Context: an optimization exercise on an open-source flow, tuned for small area. The choices shown serve that exercise and are no tape-out recipe.
In this exercise RTL edits were held to simulation tests only and were not proved equivalent to the original.
Power figures rest on the tool's default switching activity, not on a simulated workload. No driver is modelled on the clock port, so clocking that relies on it looks cheaper here than on a real chip.

==> flow/design.v (excerpt) <==
module dbg_top (
	input  logic       i_clock,
	input  logic       i_rst_n,
	input  logic       i_rx,
	output logic       o_tx,
	output logic [2:0] o_state
);
export LEC_CHECK = 0
export CAP_MARGIN = 20
export CORE_MARGIN = 2
export CORE_UTILIZATION = 60
export SLEW_MARGIN = 20
create_clock -name core_clock -period 10.0 [get_ports {i_clock}]
standard.sh (not shown) runs the stock make flow with config.mk's settings and CLKGATE_MAP_FILE= SYNTH_SCRIPT=/design/flow/synth_recipe.tcl, a recipe that flattens the netlist after the stock synthesis.
==> flow/flow/run.sh <==
#!/bin/bash
# Standard layout, with clock tree synthesis told not to add dummy loads.
set -euo pipefail
CTS="-sink_clustering_enable -repair_clock_nets -dont_use_dummy_load"
CTS="$CTS -buf_list sky130_fd_sc_hd__clkbuf_16 -sink_clustering_size 38 -sink_clustering_max_diameter 60"
bash standard.sh finish "CTS_ARGS=$CTS" > make_finish.log 2>&1
The baseline completed without violations.
Rerun with:
==> flow/flow/run.sh (replaced) <==
#!/bin/bash
# Standard layout, with clock tree synthesis told not to add dummy loads.
set -euo pipefail
CTS="-sink_clustering_enable -repair_clock_nets -dont_use_dummy_load"
CTS="$CTS -buf_list sky130_fd_sc_hd__clkbuf_16 -sink_clustering_size 32 -sink_clustering_max_diameter 150"
bash standard.sh finish "CTS_ARGS=$CTS" > make_finish.log 2>&1
=> The new run went through all stages and came out clean; fmax falls slightly; synthesized area stays the same; critical path depth stays the same; design area falls slightly; hold slack improves by 0.014 ns; power went down by a few percent; clock power fell by a little under a tenth; wire length is lower slightly; non-clock buffer count is lower by 1; final cell count falls slightly; sequential power is about the same.
Rerun with:
==> flow/flow/run.sh (replaced) <==
#!/bin/bash
# Standard layout, with clock tree synthesis told not to add dummy loads.
set -euo pipefail
CTS="-sink_clustering_enable -repair_clock_nets -dont_use_dummy_load"
CTS="$CTS -buf_list sky130_fd_sc_hd__clkbuf_16 -sink_clustering_size 32 -sink_clustering_max_diameter 90"
bash standard.sh finish "CTS_ARGS=$CTS" > make_finish.log 2>&1
Effect: Via count is about the same. Final area stays flat. Flip-flop and latch count is unchanged. Total power stays flat.
Rerun with:
==> flow/flow/run.sh (replaced) <==
#!/bin/bash
# Standard layout, with clock tree synthesis told not to add dummy loads.
set -euo pipefail
CTS="-sink_clustering_enable -repair_clock_nets -dont_use_dummy_load"
CTS="$CTS -buf_list sky130_fd_sc_hd__clkbuf_16 -sink_clustering_size 36 -sink_clustering_max_diameter 50"
bash standard.sh finish "CTS_ARGS=$CTS" > make_finish.log 2>&1
Non-clock buffer count does not change.
Wire length went up by 3.0%.
Via count went up by 1.3%.
Combinational power stays flat.
Power went up by about 9%.
Sequential cell count is unchanged.
Critical path depth stays the same.
Clock skew went up by 0.035 ns.
Core utilization went up by 1.6 points.
Clock-buffer cell count went up by 43.
Synthesized cell count is unchanged.
Rerun with:
==> flow/flow/run.sh (replaced) <==
#!/bin/bash
# Standard layout, with clock tree synthesis told not to add dummy loads.
set -euo pipefail
CTS="-sink_clustering_enable -repair_clock_nets -dont_use_dummy_load"
CTS="$CTS -buf_list sky130_fd_sc_hd__clkbuf_16 -sink_clustering_size 32 -sink_clustering_max_diameter 60"
bash standard.sh finish "CTS_ARGS=$CTS" > make_finish.log 2>&1
Outcome: The changed run passed the timing, design-rule and antenna checks. First-iteration DRC count rose by 1.7%. Hold slack is worse by 0.0065 ns. Critical path depth does not change.

---

Another version of the RTL of dbg_top (not shown whole).
Size: roughly 1800 flip-flops, ~43000 um2 of cells after synthesis.
## dbg_top
module dbg_top (
	input  logic       i_clock,
	input  logic       i_rst_n,
	input  logic       i_rx,
	output logic       o_tx,
	output logic [2:0] o_state
);
export LEC_CHECK = 0
export CAP_MARGIN = 20
export CORE_MARGIN = 2
export CORE_UTILIZATION = 40
export SLEW_MARGIN = 20
create_clock -name core_clock -period 10.0 [get_ports {i_clock}]
run.sh (not shown) runs the stock make flow with config.mk's settings and CLKGATE_MAP_FILE= SYNTH_SCRIPT=/design/flow/synth_recipe.tcl, a recipe that flattens the netlist after the stock synthesis.
Stock flow here: none of the scripts above is used.
The starting point completed with no timing, DRC or antenna violations.
Next try:
--- a/flow/config.mk
+++ b/flow/config.mk
@@ -9,3 +9,6 @@
 export CORE_MARGIN = 2
-export CORE_UTILIZATION = 40
+export CORE_UTILIZATION = 60
+export CTS_BUF_LIST = sky130_fd_sc_hd__clkbuf_16
+export CTS_CLUSTER_DIAMETER = 60
+export CTS_CLUSTER_SIZE = 32
 export SLEW_MARGIN = 20
Sequential share of layout area climbs by 5.1 points.
Total power decreases by 16%.
Non-clock buffer count went up by 3.
Cell area goes down by 6.6%.
Synthesized cell count stays the same.
Worst setup slack improves by 0.033 ns.
Routed wire length climbs by 0.49%.
Die area fell by about 33%.
Core utilization climbs by 19 points.

---

== the reference run ==
dbg_top, a different RTL version from the one above (not shown whole).
For scale: about 2700 cells after synthesis, about 7 I/O pins.
==> flow/config.mk <==
export PLATFORM = sky130hd
export DESIGN_NAME = dbg_top
export DESIGN_NICKNAME = dbg_top
export VERILOG_FILES = /design/flow/design.v
export SDC_FILE = /design/flow/constraint.sdc
export NUM_CORES = 4
export LEC_CHECK = 0
export CAP_MARGIN = 20
export CORE_MARGIN = 2
export CORE_UTILIZATION = 60
export CTS_BUF_LIST = sky130_fd_sc_hd__clkbuf_16
export CTS_CLUSTER_DIAMETER = 60
export CTS_CLUSTER_SIZE = 32
export SLEW_MARGIN = 20
==> flow/constraint.sdc <==
create_clock -name core_clock -period 10.0 [get_ports {i_clock}]
set_input_delay 2.0000 -clock core_clock [delete_from_list [all_inputs] [get_ports {i_clock}]]
set_output_delay 2.0000 -clock core_clock [all_outputs]
set_load 0.01 [all_outputs]
> inputs changed (the reference run -> the trial run)
- a deleted CTS_BUF_LIST that had been sky130_fd_sc_hd__clkbuf_16
- a deleted CTS_CLUSTER_SIZE that had been 32
- a deleted CTS_CLUSTER_DIAMETER that had been 60
==> flow/flow/run.sh (new file) <==
#!/bin/bash
# Standard layout, with clock tree synthesis told not to add dummy loads.
set -euo pipefail
CTS="-sink_clustering_enable -repair_clock_nets -dont_use_dummy_load"
CTS="$CTS -buf_list sky130_fd_sc_hd__clkbuf_16 -sink_clustering_size 32 -sink_clustering_max_diameter 60"
bash standard.sh finish "CTS_ARGS=$CTS" > make_finish.log 2>&1
==> flow/standard.sh (new file) <==
#!/bin/bash
# synth_recipe.tcl (not shown) runs the flow's synth.tcl, then flattens the netlist and writes it again
# the make line also repeats each setting of config.mk as NAME=value (left out here)
make -C /OpenROAD-flow-scripts/flow DESIGN_CONFIG=/design/flow/config.mk WORK_HOME=/design/flow/orfs CLKGATE_MAP_FILE= SYNTH_SCRIPT=/design/flow/synth_recipe.tcl "${@:-finish}"
removed: flow/run.sh
==> comparison <==
Per the final summary, the trial run finished and its layout is clean on timing, DRC and antenna.
Simple-gate portion of the synthesized area essentially unchanged between the trial run and the reference run.
Measured against each other, the trial run and the reference run differ in sequential share of layout area, the higher figure coming from the trial run.
The actual slew at the worst max-slew pin on the trial run is in line with that on the reference run.
Count of TritonRoute iterations in the first routing pass delta for the trial run relative to the reference run: 2 lower
Min global-route wire length before repair across the trial run and the reference run: the trial run
Met2 layer wire length in the routed design (the trial run over the reference run): decrease, about 1.2%
Power, the trial run and the reference run: smaller value in the trial run
Normalized max-slew margin delta (the trial run -> the reference run): insignificant

==> what the ideal ports hide <==
In the flow no input, the clock included, has a driving cell. The finished layouts below were timed again as built, in two steps.
Step 1 sets driving cells, clkbuf_16 on the clock port and buf_2 on the other inputs (assumed; they add their load-dependent delay and slew).
Step 2 times the ports against the registers' clock, not the clock port: input delays grow and output delays shrink by t, the midpoint of the rising clock arrivals with the driver on.
a / b / c = ideal / step 1 / step 2; a / b = the first two.
| run | shift t [ns] | setup slack, ns | worst setup path after step 2 | clock arrival spread, ns |
|---|---|---|---|---|
| the first run of note 1 | 0.656 | 5.397 / 5.397 / 5.397 | register to register | 0.101 / 0.100 |
| the second run of note 1 | 0.707 | 5.319 / 5.319 / 5.273 | input to register | 0.082 / 0.082 |
| the third run of note 1 | 0.686 | 5.415 / 5.415 / 5.415 | register to register | 0.101 / 0.101 |
| the fourth run of note 1 | 0.690 | 5.379 / 5.379 / 5.379 | register to register | 0.131 / 0.131 |
| the fifth run of note 1 | 0.650 | 5.458 / 5.458 / 5.458 | register to register | 0.121 / 0.122 |
| the first run of note 2 | 0.804 | 4.874 / 4.874 / 4.874 | register to register | 0.039 / 0.038 |
| the second run of note 2 | 0.723 | 4.907 / 4.907 / 4.907 | register to register | 0.056 / 0.056 |
| the reference run | 0.705 | 5.322 / 5.322 / 5.318 | input to register | 0.039 / 0.039 |
| the trial run | 0.670 | 5.414 / 5.414 / 5.312 | input to register | 0.114 / 0.113 |
After both steps every run listed still meets setup and hold. For the trial run, which loses most, drivers alone change the setup slack by 0.000 ns; drivers and shift together by -0.102 ns.
